This design comes from an exercise in tuning for small area, a short achievable clock period and few clock cycles on the open sky130 flow, not from production work.
In this exercise RTL edits were held to simulation tests only and were not proved equivalent to the original.
Power figures rest on the tool's default switching activity, not on a simulated workload.

### design/flow/design.v
package tofq_pkg;
  localparam int StampBits = 64;
  localparam int IdBits    = 16;
  localparam int CountBits = 5;
  typedef enum logic [1:0] {
    CMD_PUSH     = 2'd0,
    CMD_POP      = 2'd1,
    CMD_POP_LESS = 2'd2,
    CMD_CLEAR    = 2'd3
  } cmd_e;
  typedef struct packed {
    logic [1:0]                  cmd;
    logic signed [StampBits-1:0] stamp;
    logic [IdBits-1:0]           frame_id;
  } in_item_t;
  typedef struct packed {
    logic                        popped;
    logic [IdBits-1:0]           out_frame_id;
    logic signed [StampBits-1:0] out_stamp;
    logic [CountBits-1:0]        entry_count;
    logic                        push_refused;
  } out_item_t;
  typedef struct packed {
    logic push;
    logic pop;
  } cell_ctrl_t;
endpackage
module tofq_cell #(
  parameter int FrameBits = 16
) (
  input  logic                        clk_i,
  input  tofq_pkg::cell_ctrl_t                  ctrl_i,
  input  logic                        valid_i,
  input  logic signed [tofq_pkg::StampBits-1:0] new_stamp_i,
  input  logic [FrameBits-1:0]        new_frame_i,
  input  logic                        left_lt_i,
  input  logic signed [tofq_pkg::StampBits-1:0] left_stamp_i,
  input  logic [FrameBits-1:0]        left_frame_i,
  input  logic signed [tofq_pkg::StampBits-1:0] right_stamp_i,
  input  logic [FrameBits-1:0]        right_frame_i,
  output logic                        lt_o,
  output logic signed [tofq_pkg::StampBits-1:0] stamp_o,
  output logic [FrameBits-1:0]        frame_o
);
  logic signed [tofq_pkg::StampBits-1:0] stamp_q, stamp_d;
  logic [FrameBits-1:0]        frame_q, frame_d;
  assign lt_o = valid_i && (stamp_q < new_stamp_i);
  always_comb begin
    stamp_d = stamp_q;
    frame_d = frame_q;
    if (ctrl_i.push) begin
      if (!lt_o) begin
        if (left_lt_i) begin
          stamp_d = new_stamp_i;
          frame_d = new_frame_i;
        end else begin
          stamp_d = left_stamp_i;
          frame_d = left_frame_i;
        end
      end
    end else if (ctrl_i.pop) begin
      stamp_d = right_stamp_i;
      frame_d = right_frame_i;
    end
  end
  always_ff @(posedge clk_i) begin
    stamp_q <= stamp_d;
    frame_q <= frame_d;
  end
  assign stamp_o = stamp_q;
  assign frame_o = frame_q;
endmodule
module timestamp_ordered_frame_queue_unit #(
  parameter int QUEUE_DEPTH = 16,
  parameter int HANDLE_BITS = 16
) (
  input  logic      clk_i,
  input  logic      rst_ni,
  input  logic      in_valid_i,
  output logic      in_stall_o,
  input  tofq_pkg::in_item_t  in_item_i,
  output logic      out_valid_o,
  input  logic      out_stall_i,
  output tofq_pkg::out_item_t out_item_o
);
  localparam int FrameBits = (HANDLE_BITS < tofq_pkg::IdBits) ? HANDLE_BITS : tofq_pkg::IdBits;
  localparam int CntW      = $clog2(QUEUE_DEPTH + 1);
  localparam logic [CntW-1:0] FullCnt = CntW'(QUEUE_DEPTH);
  logic [CntW-1:0] occ_q, occ_d;
  logic            out_valid_q, out_valid_d;
  tofq_pkg::out_item_t       out_q, out_d;
  logic                        in_acc;
  logic                        full;
  logic                        pop_fire;
  tofq_pkg::cell_ctrl_t                  ctrl;
  logic [FrameBits-1:0]        new_frame;
  logic [QUEUE_DEPTH-1:0]      lt;
  logic [QUEUE_DEPTH-1:0]      left_lt;
  logic signed [tofq_pkg::StampBits-1:0] stamps   [QUEUE_DEPTH];
  logic [FrameBits-1:0]        frames   [QUEUE_DEPTH];
  logic signed [tofq_pkg::StampBits-1:0] l_stamps [QUEUE_DEPTH];
  logic [FrameBits-1:0]        l_frames [QUEUE_DEPTH];
  logic signed [tofq_pkg::StampBits-1:0] r_stamps [QUEUE_DEPTH];
  logic [FrameBits-1:0]        r_frames [QUEUE_DEPTH];
  logic [CntW+tofq_pkg::CountBits-1:0]   cnt_ext;
  assign in_stall_o = out_valid_q && out_stall_i;
  assign in_acc     = in_valid_i && !in_stall_o;
  assign full       = (occ_q >= FullCnt);
  assign new_frame  = in_item_i.frame_id[FrameBits-1:0];
  assign pop_fire = in_acc &&
                    (((in_item_i.cmd == tofq_pkg::CMD_POP) && (occ_q != '0)) ||
                     ((in_item_i.cmd == tofq_pkg::CMD_POP_LESS) && lt[0]));
  assign ctrl.push = in_acc && (in_item_i.cmd == tofq_pkg::CMD_PUSH) && !full;
  assign ctrl.pop  = pop_fire;
  for (genvar i = 0; i < QUEUE_DEPTH; i++) begin : g_cell
    localparam logic [CntW-1:0] CellIdx = CntW'(i);
    if (i == 0) begin : g_head
      assign left_lt[i]  = 1'b1;
      assign l_stamps[i] = '0;
      assign l_frames[i] = '0;
    end else begin : g_mid
      assign left_lt[i]  = lt[i-1];
      assign l_stamps[i] = stamps[i-1];
      assign l_frames[i] = frames[i-1];
    end
    if (i == QUEUE_DEPTH - 1) begin : g_tail
      assign r_stamps[i] = '0;
      assign r_frames[i] = '0;
    end else begin : g_body
      assign r_stamps[i] = stamps[i+1];
      assign r_frames[i] = frames[i+1];
    end
    tofq_cell #(
      .FrameBits(FrameBits)
    ) u_cell (
      .clk_i        (clk_i),
      .ctrl_i       (ctrl),
      .valid_i      (CellIdx < occ_q),
      .new_stamp_i  (in_item_i.stamp),
      .new_frame_i  (new_frame),
      .left_lt_i    (left_lt[i]),
      .left_stamp_i (l_stamps[i]),
      .left_frame_i (l_frames[i]),
      .right_stamp_i(r_stamps[i]),
      .right_frame_i(r_frames[i]),
      .lt_o         (lt[i]),
      .stamp_o      (stamps[i]),
      .frame_o      (frames[i])
    );
  end
  always_comb begin
    occ_d = occ_q;
    if (in_acc) begin
      if (in_item_i.cmd == tofq_pkg::CMD_CLEAR) begin
        occ_d = '0;
      end else if (ctrl.push) begin
        occ_d = occ_q + CntW'(1);
      end else if (pop_fire) begin
        occ_d = occ_q - CntW'(1);
      end
    end
  end
  assign cnt_ext = {{tofq_pkg::CountBits{1'b0}}, occ_d};
  always_comb begin
    out_d              = out_q;
    out_d.popped       = pop_fire;
    out_d.out_frame_id = pop_fire ? tofq_pkg::IdBits'(frames[0]) : '0;
    out_d.out_stamp    = pop_fire ? stamps[0] : '0;
    out_d.entry_count  = cnt_ext[tofq_pkg::CountBits-1:0];
    out_d.push_refused = (in_item_i.cmd == tofq_pkg::CMD_PUSH) && full;
  end
  assign out_valid_d = in_acc || (out_valid_q && out_stall_i);
  always_ff @(posedge clk_i or negedge rst_ni) begin
    if (!rst_ni) begin
      occ_q       <= '0;
      out_valid_q <= 1'b0;
    end else begin
      occ_q       <= occ_d;
      out_valid_q <= out_valid_d;
    end
  end
  always_ff @(posedge clk_i) begin
    if (in_acc) begin
      out_q <= out_d;
    end
  end
  assign out_valid_o = out_valid_q;
  assign out_item_o  = out_q;
endmodule
module tofq_top (
  input  logic                        clk_i,
  input  logic                        rst_ni,
  input  logic                        in_valid_i,
  output logic                        in_stall_o,
  input  logic [1:0]                  in_cmd_i,
  input  logic [tofq_pkg::StampBits-1:0]        in_stamp_i,
  input  logic [tofq_pkg::IdBits-1:0]           in_frame_id_i,
  output logic                        out_valid_o,
  input  logic                        out_stall_i,
  output logic                        out_popped_o,
  output logic [tofq_pkg::IdBits-1:0]           out_frame_id_o,
  output logic [tofq_pkg::StampBits-1:0]        out_stamp_o,
  output logic [tofq_pkg::CountBits-1:0]        out_entry_count_o,
  output logic                        out_push_refused_o
);
  tofq_pkg::in_item_t  in_item;
  tofq_pkg::out_item_t out_item;
  assign in_item.cmd      = in_cmd_i;
  assign in_item.stamp    = in_stamp_i;
  assign in_item.frame_id = in_frame_id_i;
  timestamp_ordered_frame_queue_unit #(
    .QUEUE_DEPTH(16),
    .HANDLE_BITS(16)
  ) u_queue (
    .clk_i      (clk_i),
    .rst_ni     (rst_ni),
    .in_valid_i (in_valid_i),
    .in_stall_o (in_stall_o),
    .in_item_i  (in_item),
    .out_valid_o(out_valid_o),
    .out_stall_i(out_stall_i),
    .out_item_o (out_item)
  );
  assign out_popped_o       = out_item.popped;
  assign out_frame_id_o     = out_item.out_frame_id;
  assign out_stamp_o        = out_item.out_stamp;
  assign out_entry_count_o  = out_item.entry_count;
  assign out_push_refused_o = out_item.push_refused;
endmodule
### design/flow/run.sh
#!/bin/bash
# synth_recipe.tcl (not shown) runs the flow's synth.tcl, then flattens the netlist and writes it again
# the make line also repeats each setting of config.mk as NAME=value (left out here)
make -C /OpenROAD-flow-scripts/flow DESIGN_CONFIG=/design/flow/config.mk WORK_HOME=/design/flow/orfs CLKGATE_MAP_FILE= SYNTH_SCRIPT=/design/flow/synth_recipe.tcl finish
### design/flow/config.mk
export PLATFORM = sky130hd
export DESIGN_NAME = tofq_top
export DESIGN_NICKNAME = tofq_top
export VERILOG_FILES = /design/flow/design.v
export SDC_FILE = /design/flow/constraint.sdc
export NUM_CORES = 4
export LEC_CHECK = 0
export CAP_MARGIN = 20
export CORE_MARGIN = 2
export CORE_UTILIZATION = 40
export SLEW_MARGIN = 20
### design/flow/constraint.sdc
create_clock -name core_clock -period 5.5 [get_ports {clk_i}]
set_input_delay 1.1000 -clock core_clock [delete_from_list [all_inputs] [get_ports {clk_i}]]
set_output_delay 1.1000 -clock core_clock [all_outputs]
set_load 0.01 [all_outputs]
==> results.yml <==
sta:
  setup_viol: 0
  finalHoldViolCount: 0
  finalCritPeriodShare: 0.978
  max_freq_mhz: 186
  min_period_ns: 5.38
  final.setup_skew_ns: 0.0447
  worst_slew_margin_rel: 0.259
  timing.hold.ws_ns: 0.499
  setup_repair_after_global_routing_missed_its_margin: "no"
  worst_slew_pin_slew_ns: 1.10
  timing_max_transition_violations_final: 0
cells_and_area:
  final.fill_count: 19900
  fin_nets: 9733
  final-seq-area_mm2: 0.0412
  area.growth.synth_to_final_pct: 17.4
  layout-drive-gt1-share: 0.0986
  multi_input_logic_area_mm2: 0.0434
  fin_util: 0.471
yosys:
  yosys-top-cells-area: "edfxtp_1, ha_1, mux2i_1, nand2_1, o211ai_1"
  synth_commonest_cells: "nand2_1, edfxtp_1, ha_1"
  synth_cell_types: 74
  synth_top_cell_area_share: 0.472
  synth_warnings: 12
  mappedNetlistNets: 9382
  postSynth.asyncResetShare: 0.00437
  synth_ff_type: "edfxtp_1"
  synth.most_common_cell: "nand2_1"
  synth.ff_latch_count: 1373
  number_of_flops_mapped_to_enable_cells_by_yosys: 1367
  yosysTopAreaCell: "edfxtp_1"
  synth_cells: 8348
  synth.cell_area_mm2: 0.0869
  register_area_share_after_synthesis: 0.474
  syn_avg_cell_area_um2: 10.4
clock_network:
  clock_tree_from_tritoncts: "built"
  cts.path.max_buffers: 3
  clock-root-buffer: "clkbuf_16"
  cts_inserted_buffers: 164
  clock_insertion_delay_at_the_later_pin_of_the_skew_report_ns: 0.86
  clock_pin_transition_on_the_worst_setup_and_hold_timing_paths_ns: 0.06
  cts_max_level: 4
  clock_sink_count: 1373
pwr:
  report.power.total_w: 0.0306
  worst_ir_drop_vdd_mv: 0.303
  powerDensity_mw_per_mm2: 300
  cell_leakage_power_nw: 41.7
floorplanning:
  std_cell_rows: 171
  core_mm2: 0.217
  width_of_the_chip_um: 470
  initial_utilization: 0.401
  die_h_um: 470
  io_pins: 175
  design.die.area_mm2: 0.221
global_routing:
  grt_use_met2: 0.442
  grt_start_max_net_pins: 130
  initial_antenna_violation_count: 6
  global_route_met3_usage: 0.0425
  grt_busiest_layer: "met2"
  grtUsageMet1: 0.378
  first_global_vias: 70200
  total_grt_overflow: 0
  wire_length_of_the_first_global_routing_pass_mm: 467
  global_route_usage_over_all_layers: 0.279
placement:
  gp_congestion: 0.973
  place.detailed.hpwl_mm: 231
  io_buffers: 174
worst_setup_path:
  worst_setup_path_start_kind: "primary input"
  timing.critical_path.slowest_stage_cell: "nor4_1"
  crit_path_end_kind: "flip-flop"
  critical_path.max_stage_delay_ns: 0.70
  crit_type: "primary input to flip-flop"
  critical_path_arrival_ns: 5.96
  path_cells: "clkdlybuf4s50_1 > buf_4 > inv_1 > ha_1 > nand4_1 > or3_1 > nor4_1 > buf_4 > o21ai_0 > buf_4 > nand3_1 > mux2i_1 > buf_4 > o21ai_4 > buf_4 > buf_12 > mux2i_1 > o21ai_0"
  worst-endpoint-required_ns: 6.08
  crit_fanout: 16
  crit_top_cell: "buf_4"
hold_path:
  hold_class: "primary input to async pin"
route:
  count_of_vias_placed_by_the_detailed_router: 71800
  drt_first_pass_iters: 8
  dr.first_iter.drc_count: 8026
  remaining_drc_errors: 0
  routed_wire_length_per_instance_um: 27.2
  finalWirelength_mm: 318
  drt-vias-per-instance: 6.14
  antenna_violating_nets_post_route: 0
outcome:
  run_status: "complete, no violations"
flow_run:
  cap_viol_max_count: 0
==> metrics by stage <==
step	setup slack, ns	cells	setup TNS [ns]	cell area (um^2)
5_1_grt	0.103	11700	0	102000
3_5_place_dp	-0.720	11400	-444.98	96700
6_report	0.119	11700	0	102000
4_1_cts	0.150	11700	0	102000
2_1_floorplan	-0.227	8348	-156.93	87000
3_3_place_gp	-0.803	11400	-535.92	96700
==> cells in the final DEF, fill, tap and decap left out, types with 19 or more instances in the layout <==
| master | n |
|---|---|
| nand2b_1 | 30 |
| inv_1 | 76 |
| and2_1 | 84 |
| a21o_1 | 214 |
| buf_12 | 169 |
| nand2_1 | 1486 |
| nor2_1 | 201 |
| mux2i_1 | 643 |
| nand4_1 | 156 |
| a31oi_1 | 19 |
| clkbuf_16 | 164 |
| buf_4 | 408 |
| clkbuf_1 | 29 |
| nor3_1 | 51 |
| clkdlybuf4s50_1 | 174 |
| clkinv_2 | 25 |
| o21ai_0 | 572 |
| nand3_1 | 619 |
| a21oi_1 | 320 |
| clkinv_1 | 42 |
| o211ai_1 | 600 |
| nor4_1 | 27 |
| nor2b_1 | 41 |
| edfxtp_1 | 1367 |
| a211oi_1 | 39 |
| ha_1 | 948 |
| o21a_1 | 22 |
| o21ai_1 | 62 |
==> where the power goes <==
part / internal, W / leakage (nW) / switching, W
sequential: 0.0122 / 12.7 / 0.000521
combinational: 0.00259 / 26.4 / 0.00413
clock: 0.00625 / 2.60 / 0.00487
==> sequential cells by signal, summed over array words and instances (netlist names) <==
signal	flops
u_queue.occ_q	5
u_queue.out_valid_q	1
u_queue.out_q	87
u_queue.g_cell.u_cell.stamp_q	1024
u_queue.g_cell.u_cell.frame_q	256
==> cell families after synthesis <==
| kind of cell | share of synthesized area |
|---|---|
| multiplexers | 0.0749 |
| XOR/XNOR | 0.000101 |
| adder cells (fa/ha/maj) | 0.136 |
| buffers and inverters | 0.0306 |
| AO/OA/AOI/OAI | 0.143 |
| flip-flops | 0.474 |
| AND/OR/NAND/NOR | 0.141 |
==> per-layer routing <==
| layer | part of all wire | wire, um | up-vias |
|---|---|---|---|
| met5 | 0.000082 | 26 | - |
| li1 | - | - | 32400 |
| met4 | 0.047 | 14900 | 4 |
| met2 | 0.45 | 144000 | 3236 |
| met3 | 0.073 | 23200 | 616 |
| met1 | 0.43 | 136000 | 35500 |
==> area by class of cell <==
class | instances | share of cell area
multi-input combinational | 6323 | 0.425
clock buffer | 198 | 0.0419
sequential | 1373 | 0.404
inverter | 86 | 0.00322
timing repair buffer | 751 | 0.0802
clock inverter | 102 | 0.0106
antenna | 4 | 0.0000980
tap | 2854 | 0.0350
==> path summary, 6_finish.rpt <==
| path | startpoint | cells after the start | slack [ns] | end |
|---|---|---|---|---|
| setup / recovery | in_stamp_i[63] | 18 | 0.12 | u_queue.g_cell[7].u_cell.stamp_q[38] |
| hold / removal | rst_ni | 1 | 0.50 | u_queue.occ_q[0] |
| setup reg to reg | u_queue.g_cell[6].u_cell.stamp_q[63] | 15 | 0.53 | u_queue.g_cell[7].u_cell.stamp_q[38] |
| hold reg to reg | u_queue.g_cell[9].u_cell.frame_q[9] | 2 | 0.55 | u_queue.g_cell[8].u_cell.frame_q[9] |
| max in group asynchronous | rst_ni | 1 | 4.78 | u_queue.occ_q[1] |
| min in group core_clock | u_queue.g_cell[9].u_cell.frame_q[9] | 2 | 0.55 | u_queue.g_cell[8].u_cell.frame_q[9] |
==> worst max-delay path: cells and delay by family <==
| kind | cells | cell delay [ns] |
|---|---|---|
| AO/OA/AOI/OAI | 3 | 0.32 |
| multiplexers | 2 | 0.67 |
| AND/OR/NAND/NOR | 4 | 1.67 |
| buffers and inverters | 8 | 1.74 |
| adder cells (fa/ha/maj) | 1 | 0.41 |
==> timing repair <==
action / CTS / global route
buffers inserted: 0 / 3
setup endpoints to repair: 0 / 36
gates resized for setup: 0 / 1
hold buffers: 0 / 0
Testbench counts, summed over its fixed seeds: cycles 16,008.

==> separate check: timing with driven ports <==
In the flow no input, the clock included, has a driving cell. The finished layout below was timed again as built, in two steps. Step 1 (the two cells are an assumption about what drives the block):
set clk [get_ports {clk_i}]
set_driving_cell -lib_cell sky130_fd_sc_hd__clkbuf_16 $clk
set_driving_cell -lib_cell sky130_fd_sc_hd__buf_2 [delete_from_list [all_inputs] $clk]
Step 2 also shifts input and output timing later by t, the mid clock arrival at the registers, as if the neighbouring blocks saw the same clock. Three values: ideal ports, drivers, drivers and shift; two values: the first two.
t, ns: 0.930
slack for setup (ns): 0.119 / 0.182 / -0.748
hold WS [ns]: 0.499 / 0.432 / 0.548
With both steps, setup timing fails in this run, where it was met with ideal ports. For this run, drivers alone change the setup slack by +0.063 ns; drivers and shift together by -0.867 ns.
